Background: an optimization exercise with open tools, aiming at small area, a short achievable clock period and few clock cycles per item. Do not read the settings as production practice.
The RTL was checked by simulation tests, not by an equivalence proof against the original design.

// scheduled_led_soft_ramp_dimmer_core
module scheduled_led_soft_ramp_dimmer_core (
  input  logic                clk_i,
  input  logic                rst_ni,
  input  logic                cfg_we_i,
  input  logic [CfgIdxW-1:0]  cfg_idx_i,
  input  logic [CfgDataW-1:0] cfg_wdata_i,
  input  logic                in_valid_i,
  output logic                in_ready_o,
  input  logic [20:0]         in_data_i,
  output logic                out_valid_o,
  input  logic                out_ready_i,
  output logic [65:0]         out_data_o
);
make LEC_CHECK=0 CAP_MARGIN=20 CORE_MARGIN=2 CORE_UTILIZATION=40 SETUP_SLACK_MARGIN=5 SLEW_MARGIN=20 finish   # period 10.0 ns
run.sh (not shown) runs the stock make flow with config.mk's settings and CLKGATE_MAP_FILE= SYNTH_SCRIPT=/design/flow/synth_recipe.tcl, a recipe that flattens the netlist after the stock synthesis.
Testbench counts at the start, summed over its fixed seeds: cycles 4,559, items 3,822.
==> next run, changes <==
SETUP_SLACK_MARGIN = unset   (was 5)
Wire length went down by 4.8%.
Global-route usage went down by 0.70 points.
Count of clock-buffer cells in the layout went up by 1.
Hold slack improves by 0.0095 ns.
Critical path depth went down by 1.


Setup of north:
scheduled_led_soft_ramp_dimmer_core, a different RTL version from the one above (not shown whole).
For scale: about 3700 cells after synthesis, ~400 flip-flops, roughly 110 I/O pins, about 32000 sq um of cells after synthesis.
Settings: LEC_CHECK=0, CAP_MARGIN=20, CORE_MARGIN=2, CORE_UTILIZATION=40, SETUP_SLACK_MARGIN=5, SLEW_MARGIN=20; clock period 10.0 ns.
Testbench counts of north, summed over its fixed seeds: cycles 4,547, items 3,822.
Here is what was changed in the inputs of south compared with north.
Settings: SETUP_SLACK_MARGIN: 5 -> unset.
==> flow/flow/run.sh (new file) <==
#!/bin/bash
set -euo pipefail
bash standard.sh finish SETUP_SLACK_MARGIN=6.5 > make.log 2>&1
==> flow/standard.sh (new file) <==
#!/bin/bash
# synth_recipe.tcl (not shown) runs the flow's synth.tcl, then flattens the netlist and writes it again
# the make line also repeats each setting of config.mk as NAME=value (left out here)
make -C /OpenROAD-flow-scripts/flow DESIGN_CONFIG=/design/flow/config.mk WORK_HOME=/design/flow/orfs CLKGATE_MAP_FILE= SYNTH_SCRIPT=/design/flow/synth_recipe.tcl "${@:-finish}"
removed: flow/run.sh
Findings:
south completed; timing, DRC and antenna clean. Row count: north vs south identical. south vs. north: via total after detailed routing went up by 2079.
## Diff of input files: east against south
==> flow/flow/run.sh <==
#!/bin/bash
set -euo pipefail
bash standard.sh finish SETUP_SLACK_MARGIN=6 > make.log 2>&1
south | stages: all done | timing, DRC, antenna: all pass
east: done, clean on timing, DRC and antenna
Delta (east minus south): worst hold slack moved up.
step_q[1] as the startpoint of the most critical setup path was reported by south, and out_ready_i by east.
#### Input delta (west over east)
==> flow/flow/run.sh <==
#!/bin/bash
set -euo pipefail
bash standard.sh finish SETUP_SLACK_MARGIN=7 > make.log 2>&1
--- outcome ---
- west: no failed stages, no open violations at the end
- The source of the critical timing path comes out step_q[1] in one run and out_ready_i in the other, namely in west and east respectively.
- The total met3 wirelength after detailed routing number comes out lower for east vs west.
- Changes observed in west relative to east: number of setup buffers added after CTS shows an increase of 235; proportion of cell area occupied by registers decreased 5.1 points; multi-input gate area in the final layout rose by 20%.
- west — first-pass iteration count of the detailed router 1 higher, east as reference
- In the flow results for east and west, the register-to-register slack is smaller on east.
- Diff east..west | count of inverters not on the clock network in the layout | unchanged


scheduled_led_soft_ramp_dimmer_core, a different RTL version from the one above (not shown whole).
For scale: about 3400 cells after synthesis, roughly 410 flip-flops, about 0.030 mm^2 of cells after synthesis.
clock: 10.0 ns
lec_check: 0
cap_margin: 20
core_margin: 2
core_utilization: 40
place_density: 0.75
slew_margin: 20
standard.sh (not shown) runs the stock make flow with config.mk's settings and CLKGATE_MAP_FILE= SYNTH_SCRIPT=/design/flow/synth_recipe.tcl, a recipe that flattens the netlist after the stock synthesis.
==> flow/flow/run.sh <==
#!/bin/bash
set -euo pipefail
bash standard.sh finish SETUP_SLACK_MARGIN=6 \
  'BUFFER_PORTS_ARGS=-buffer_cell sky130_fd_sc_hd__buf_2' > make.log 2>&1
Testbench counts at the start, summed over its fixed seeds: cycles 4,549, items 3,822.
Next try:
--- a/flow/flow/run.sh
+++ b/flow/flow/run.sh
@@ -2,2 +2,4 @@
 set -euo pipefail
+bash standard.sh floorplan SETUP_SLACK_MARGIN=0 \
+  'BUFFER_PORTS_ARGS=-buffer_cell sky130_fd_sc_hd__buf_2' > make_floorplan.log 2>&1
 bash standard.sh finish SETUP_SLACK_MARGIN=6 \
PLACE_DENSITY = not set   (was 0.75)
What happened:
- wire length hardly moves
- setup slack gets better by 37 ps
- worst hold slack gets better by 12 ps
Next try:
==> flow/flow/run.sh (replaced) <==
#!/bin/bash
set -euo pipefail
bash standard.sh finish SETUP_SLACK_MARGIN=6.25 \
  'BUFFER_PORTS_ARGS=-buffer_cell sky130_fd_sc_hd__buf_2' > make.log 2>&1
Final cell count climbs by 1.7%.
Critical path depth went up by 3.
Final area came out higher by 5.0%.
Die area stays the same.
Next try:
==> flow/flow/run.sh (replaced) <==
#!/bin/bash
set -euo pipefail
bash standard.sh finish SETUP_SLACK_MARGIN=6 > make.log 2>&1
- die area does not change
- worst setup slack loses 150 ps
- cell area fell by about 1.1%
- register-to-register slack loses 150 ps
- clock skew fell by 3.4 ps
Next try:
==> flow/flow/run.sh (replaced) <==
#!/bin/bash
set -euo pipefail
bash standard.sh floorplan SETUP_SLACK_MARGIN=3 \
  'BUFFER_PORTS_ARGS=-buffer_cell sky130_fd_sc_hd__buf_2' > make_floorplan.log 2>&1
bash standard.sh finish SETUP_SLACK_MARGIN=6 \
  'BUFFER_PORTS_ARGS=-buffer_cell sky130_fd_sc_hd__buf_2' > make.log 2>&1
After rerunning: Non-clock buffer count went down by 23. Cell area went down by a few percent. Worst setup slack is worse by 9.6 ps. Register-to-register slack is better by 50 ps.
Next try:
==> flow/flow/run.sh (replaced) <==
#!/bin/bash
set -euo pipefail
bash standard.sh finish SETUP_SLACK_MARGIN=6 \
  'BUFFER_PORTS_ARGS=-buffer_cell sky130_fd_sc_hd__buf_2' > make.log 2>&1
Outcome:
- synthesized area is unchanged
- register-to-register slack loses 20 ps
- setup slack gains 13 ps
- non-clock buffer count goes down by 8

## static timing again, ports no longer ideal
The results above use ideal ports. As a check the final layouts listed here were re-extracted and re-timed, cells and wires unchanged.
Step 1 sets driving cells, clkbuf_16 on the clock port and buf_2 on the other inputs (assumed; they add their load-dependent delay and slew).
Step 2 times the ports against the registers' clock, not the clock port: input delays grow and output delays shrink by t, the midpoint of the rising clock arrivals with the driver on.
Slacks: no drivers / after step 1 / after step 2; pairs: no drivers / after step 1.
run | t (ns) | slack for setup (ns) | hold slack, ns | worst data-port slew with drivers (ns) | cell pins on the clock port's net
the first run of note 1 | 0.685 | 4.553 / 4.553 / 4.553 | 0.414 / 0.414 / 0.414 | 0.07 | 1
the second run of note 1 | 0.651 | 3.254 / 3.254 / 3.254 | 0.423 / 0.423 / 0.423 | 0.05 | 1
north | 0.682 | 5.090 / 5.090 / 4.524 | 0.419 / 0.419 / 0.419 | 0.15 | 1
south | 0.672 | 6.282 / 6.282 / 5.689 | 0.421 / 0.421 / 0.421 | 0.08 | 1
east | 0.687 | 6.026 / 6.006 / 5.386 | 0.426 / 0.426 / 0.426 | 0.15 | 1
west | 0.688 | 6.269 / 6.269 / 5.641 | 0.418 / 0.418 / 0.418 | 0.13 | 1
the first run of note 3 | 0.669 | 6.018 / 6.018 / 5.451 | 0.421 / 0.421 / 0.421 | 0.13 | 1
the second run of note 3 | 0.663 | 6.055 / 6.055 / 5.391 | 0.433 / 0.433 / 0.433 | 0.12 | 1
the third run of note 3 | 0.697 | 6.210 / 6.210 / 5.648 | 0.423 / 0.423 / 0.423 | 0.05 | 1
the fourth run of note 3 | 0.671 | 6.065 / 6.065 / 5.440 | 0.418 / 0.418 / 0.418 | 0.08 | 1
the fifth run of note 3 | 0.663 | 6.055 / 6.055 / 5.391 | 0.433 / 0.433 / 0.433 | 0.12 | 1
the sixth run of note 3 | 0.668 | 6.068 / 6.090 / 5.444 | 0.417 / 0.417 / 0.417 | 0.07 | 1
After both steps every run listed still meets setup and hold.
